From an optimization exercise on the open Yosys and OpenROAD flow, aimed at small area and a short achievable clock period; shortcuts taken in it are not production practice.
Power is estimated from default activity; no workload was simulated.

==> inputs of onyx <==
// quireDotApb
module quireDotApb (
  input  logic        clk,
  input  logic        rst,
  input  logic        psel,
  input  logic        penable,
  input  logic        pwrite,
  input  logic [7:0]  paddr,
  input  logic [31:0] pwdata,
  output logic [31:0] prdata,
  output logic        pready,
  output logic        pslverr
);
clock: 22.0 ns
lec_check: 0
abc_area: 1
cap_margin: 20
core_margin: 2
core_utilization: 40
place_density: 0.55
setup_slack_margin: 0.5
slew_margin: 20
run.sh (not shown) runs the stock make flow with config.mk's settings and CLKGATE_MAP_FILE= SYNTH_SCRIPT=/design/flow/synth_recipe.tcl, a recipe that flattens the netlist after the stock synthesis.
==> inputs of violet, as changes to onyx <==
--- a/flow/design.v
+++ b/flow/design.v
@@ -50,27 +50,27 @@
   input  logic [6:0]  aK,
   input  logic        bNaR,
   input  logic        bZero,
   input  logic        bSign,
   input  logic [12:0] bSig,
   input  logic [6:0]  bK,
   input  logic        hold,
-  output logic [28:0] prod,
-  output logic [4:0]  shiftHi,
+  output logic [40:0] prod,
+  output logic [2:0]  shiftHi,
   output logic        neg,
   output logic        nar
 );
   logic kill;
   logic [25:0] rawProd;
   logic [6:0] shift;
   qdMul mul (.a(aSig), .b(bSig), .p(rawProd));
   assign shift = aK + bK + 7'd56;
   assign kill = hold | aNaR | bNaR | aZero | bZero;
-  assign prod = kill ? 29'd0 : ({3'd0, rawProd} << shift[1:0]);
-  assign shiftHi = shift[6:2];
+  assign prod = kill ? 41'd0 : ({15'd0, rawProd} << shift[3:0]);
+  assign shiftHi = shift[6:4];
   assign neg = (aSign ^ bSign) & ~kill;
   assign nar = (aNaR | bNaR) & ~hold;
 endmodule
 module qdMul (
   input  logic [12:0] a,
   input  logic [12:0] b,
   output logic [25:0] p
@@ -479,28 +479,28 @@
   qdAdd #(.W(26)) fin (.a(r0), .b(r1), .ci(1'b0), .s(p));
 endmodule
 `timescale 1ns/1ps
 module qdAccum (
   input  logic         clk,
   input  logic         clear,
   input  logic         acc,
-  input  logic [28:0]  prod,
-  input  logic [4:0]   shiftHi,
+  input  logic [40:0]  prod,
+  input  logic [2:0]   shiftHi,
   input  logic         neg,
   input  logic         termNaR,
   output logic [127:0] quire,
   output logic         quireNaR
 );
-  logic [28:0] p;
+  logic [40:0] p;
   logic n;
   logic [127:0] aligned;
   logic [127:0] sum;
-  assign p = acc ? prod : 29'd0;
+  assign p = acc ? prod : 41'd0;
   assign n = acc & neg;
-  assign aligned = {99'd0, p} << {shiftHi, 2'b00};
+  assign aligned = {87'd0, p} << {shiftHi, 4'b0000};
   qdAdd #(.W(128)) add (.a(quire), .b(aligned ^ {128{n}}), .ci(n), .s(sum));
   always_ff @(posedge clk) begin
     if (clear) begin
       quire <= '0;
       quireNaR <= 1'b0;
     end else begin
       quire <= sum;
@@ -587,17 +587,17 @@
     end
   end
   assign stk = po[80:25];
   assign sticky = stk[sh];
   assign inc = s && !sticky;
   assign wSel = cut ? 15'd0 : w;
   assign incSel = !cut && inc;
-  assign ext = base + {2'b00, wSel} + {16'd0, incSel};
-  assign extUp = baseUp + {2'b00, wSel} + {16'd0, incSel};
-  assign extDn = baseDn + {2'b00, wSel} + {16'd0, incSel};
+  qdAdd #(.W(17)) addMid (.a(base), .b({2'b00, wSel}), .ci(incSel), .s(ext));
+  qdAdd #(.W(17)) addUp (.a(baseUp), .b({2'b00, wSel}), .ci(incSel), .s(extUp));
+  qdAdd #(.W(17)) addDn (.a(baseDn), .b({2'b00, wSel}), .ci(incSel), .s(extDn));
   assign m = {1'b0, w[2:0]} + {3'd0, inc};
   assign g = cut ? (odd && (m[3] || m[1] || m[0])) : ext[1];
   assign t0 = cut ? (odd && (m[3] || m[1])) : ext[0];
   assign up = g && (t0 || sticky || ext[2]);
   assign main = s ? (up ? ~{1'b0, ext[16:2]} : ~{1'b0, extDn[16:2]})
                   : (up ? {1'b0, extUp[16:2]} : {1'b0, ext[16:2]});
   always_comb begin
@@ -729,19 +729,19 @@
   logic [15:0] opA, opB;
   logic dNaR, dZero, dSign;
   logic [12:0] dSig;
   logic [6:0] dK;
   logic aNaR, aZero, aSign, bNaR, bZero, bSign;
   logic [12:0] aSig, bSig;
   logic [6:0] aK, bK;
-  logic [28:0] prod;
-  logic [4:0] shiftHi;
+  logic [40:0] prod;
+  logic [2:0] shiftHi;
   logic neg, nar;
-  logic [28:0] tProd;
-  logic [4:0] tShift;
+  logic [40:0] tProd;
+  logic [2:0] tShift;
   logic tNeg, tNaR;
   logic [127:0] quire;
   logic quireNaR;
   logic [15:0] result;
   logic [15:0] rdata;
   logic err;
   assign setup = psel && !penable;
==> inputs of xenon, as changes to onyx <==
--- a/flow/design.v
+++ b/flow/design.v
@@ -50,27 +50,27 @@
   input  logic [6:0]  aK,
   input  logic        bNaR,
   input  logic        bZero,
   input  logic        bSign,
   input  logic [12:0] bSig,
   input  logic [6:0]  bK,
   input  logic        hold,
-  output logic [28:0] prod,
-  output logic [4:0]  shiftHi,
+  output logic [40:0] prod,
+  output logic [2:0]  shiftHi,
   output logic        neg,
   output logic        nar
 );
   logic kill;
   logic [25:0] rawProd;
   logic [6:0] shift;
   qdMul mul (.a(aSig), .b(bSig), .p(rawProd));
   assign shift = aK + bK + 7'd56;
   assign kill = hold | aNaR | bNaR | aZero | bZero;
-  assign prod = kill ? 29'd0 : ({3'd0, rawProd} << shift[1:0]);
-  assign shiftHi = shift[6:2];
+  assign prod = kill ? 41'd0 : ({15'd0, rawProd} << shift[3:0]);
+  assign shiftHi = shift[6:4];
   assign neg = (aSign ^ bSign) & ~kill;
   assign nar = (aNaR | bNaR) & ~hold;
 endmodule
 module qdMul (
   input  logic [12:0] a,
   input  logic [12:0] b,
   output logic [25:0] p
@@ -479,28 +479,28 @@
   qdAdd #(.W(26)) fin (.a(r0), .b(r1), .ci(1'b0), .s(p));
 endmodule
 `timescale 1ns/1ps
 module qdAccum (
   input  logic         clk,
   input  logic         clear,
   input  logic         acc,
-  input  logic [28:0]  prod,
-  input  logic [4:0]   shiftHi,
+  input  logic [40:0]  prod,
+  input  logic [2:0]   shiftHi,
   input  logic         neg,
   input  logic         termNaR,
   output logic [127:0] quire,
   output logic         quireNaR
 );
-  logic [28:0] p;
+  logic [40:0] p;
   logic n;
   logic [127:0] aligned;
   logic [127:0] sum;
-  assign p = acc ? prod : 29'd0;
+  assign p = acc ? prod : 41'd0;
   assign n = acc & neg;
-  assign aligned = {99'd0, p} << {shiftHi, 2'b00};
+  assign aligned = {87'd0, p} << {shiftHi, 4'b0000};
   qdAdd #(.W(128)) add (.a(quire), .b(aligned ^ {128{n}}), .ci(n), .s(sum));
   always_ff @(posedge clk) begin
     if (clear) begin
       quire <= '0;
       quireNaR <= 1'b0;
     end else begin
       quire <= sum;
@@ -587,17 +587,17 @@
     end
   end
   assign stk = po[80:25];
   assign sticky = stk[sh];
   assign inc = s && !sticky;
   assign wSel = cut ? 15'd0 : w;
   assign incSel = !cut && inc;
-  assign ext = base + {2'b00, wSel} + {16'd0, incSel};
-  assign extUp = baseUp + {2'b00, wSel} + {16'd0, incSel};
-  assign extDn = baseDn + {2'b00, wSel} + {16'd0, incSel};
+  qdAdd #(.W(17)) addMid (.a(base), .b({2'b00, wSel}), .ci(incSel), .s(ext));
+  qdAdd #(.W(17)) addUp (.a(baseUp), .b({2'b00, wSel}), .ci(incSel), .s(extUp));
+  qdAdd #(.W(17)) addDn (.a(baseDn), .b({2'b00, wSel}), .ci(incSel), .s(extDn));
   assign m = {1'b0, w[2:0]} + {3'd0, inc};
   assign g = cut ? (odd && (m[3] || m[1] || m[0])) : ext[1];
   assign t0 = cut ? (odd && (m[3] || m[1])) : ext[0];
   assign up = g && (t0 || sticky || ext[2]);
   assign main = s ? (up ? ~{1'b0, ext[16:2]} : ~{1'b0, extDn[16:2]})
                   : (up ? {1'b0, extUp[16:2]} : {1'b0, ext[16:2]});
   always_comb begin
@@ -729,19 +729,19 @@
   logic [15:0] opA, opB;
   logic dNaR, dZero, dSign;
   logic [12:0] dSig;
   logic [6:0] dK;
   logic aNaR, aZero, aSign, bNaR, bZero, bSign;
   logic [12:0] aSig, bSig;
   logic [6:0] aK, bK;
-  logic [28:0] prod;
-  logic [4:0] shiftHi;
+  logic [40:0] prod;
+  logic [2:0] shiftHi;
   logic neg, nar;
-  logic [28:0] tProd;
-  logic [4:0] tShift;
+  logic [40:0] tProd;
+  logic [2:0] tShift;
   logic tNeg, tNaR;
   logic [127:0] quire;
   logic quireNaR;
   logic [15:0] result;
   logic [15:0] rdata;
   logic err;
   assign setup = psel && !penable;
==> flow/config.mk (replaced) <==
export PLATFORM = sky130hd
export DESIGN_NAME = quireDotApb
export DESIGN_NICKNAME = quireDotApb
export VERILOG_FILES = /design/flow/design.v
export SDC_FILE = /design/flow/constraint.sdc
export NUM_CORES = 4
export LEC_CHECK = 0
export ABC_AREA = 1
export CAP_MARGIN = 20
export CORE_MARGIN = 2
export CORE_UTILIZATION = 60
export PLACE_DENSITY = 0.75
export SETUP_SLACK_MARGIN = 0.5
export SLEW_MARGIN = 20
==> comparison <==
- onyx went through all stages and came out clean. violet passed the timing, DRC and antenna checks. xenon went through all stages and came out clean.
- Via count: xenon > onyx > violet.
- Sequential share of layout area: xenon > violet > onyx.
- In violet the worst hold slack is worse than in xenon, by 0.027 ns.
- In onyx the global-route usage is higher than in violet, by 0.73 points.
- Between xenon and violet, the lower die area is in xenon (gap 33%, measured against violet).
- In violet the sequential power is higher than in onyx, by about 3%.
- Register-to-register slack: onyx > xenon > violet.
- First-iteration DRC count, highest first: xenon, violet, onyx.
- In xenon the clock-buffer cell count is higher than in onyx, by 3.
==> figures <==
| quantity | onyx | xenon | violet |
|---|---|---|---|
| Buffering overhead | 2.155% | 1.895% | 1.937% |
| Sink count of the clock tree | 281 | 291 | 291 |
| Simple-Gate Fraction of Synth Area | 25.76% | 26.38% | 26.38% |
| FF+latch area | 6058 µm² | 6262 µm² | 6262 µm² |
| Transition time at the pin with the least slew margin | 1.001 ns | 1.058 ns | 1.023 ns |
| Share of the final layout cell area in multi-input gates | 64.87% | 65.33% | 64.52% |
| Synth Register Bits | 281 | 291 | 291 |
| Clock buffer instance count of the final layout | 52 | 55 | 52 |
| Logic inverters | 771 | 788 | 788 |
| Portion of the layout cell area used by clock cells | 3.466% | 3.486% | 3.300% |
| Metal2 WL | 45340 µm | 42250 µm | 45260 µm |
| Well-tap cell count | 1060 | 696 | 1060 |
| Max Clock Skew | 0.04741 ns | 0.03434 ns | 0.02062 ns |
| Detailed-routed wire length on met3 | 5999 µm | 7710 µm | 6034 µm |
| Instance area at placement | 33620 µm² | 33240 µm² | 33720 µm² |
| Overall fraction of global-route tracks in use | 23.95% | 32.69% | 23.23% |
| Highest clock rate | 0.09040 GHz | 0.08958 GHz | 0.08607 GHz |
| Top cell type's share of synthesized area | 14.70% | 15.24% | 15.24% |
| Max layer used | met4 | met5 | met4 |
| Outcome | complete, no violations | complete, no violations | complete, no violations |
No run of this note included a check of the RTL's function; only the layout flow was run.

-- what the ideal ports hide --
The results above use ideal ports. As a check the final layouts listed here were re-extracted and re-timed, cells and wires unchanged. Step 1: set_driving_cell puts a clkbuf_16 on clk and a buf_2 on each other input, an assumption about the parent block. Step 2, shift: input delay + t, output delay - t, t = (earliest + latest rising clock arrival at the registers) / 2. This alone moves slack from input paths to output paths. Slacks: ideal / step 1 / step 2; pairs: ideal / step 1.
run | shift t [ns] | setup WS [ns] | slew at the worst register clock pin (ns)
onyx | 0.615 | 10.938 / 10.938 / 10.938 | 0.07 / 0.07
violet | 0.600 | 10.381 / 10.381 / 10.381 | 0.06 / 0.06
xenon | 0.608 | 10.837 / 10.837 / 10.837 | 0.06 / 0.06
After both steps every run listed still meets setup and hold.
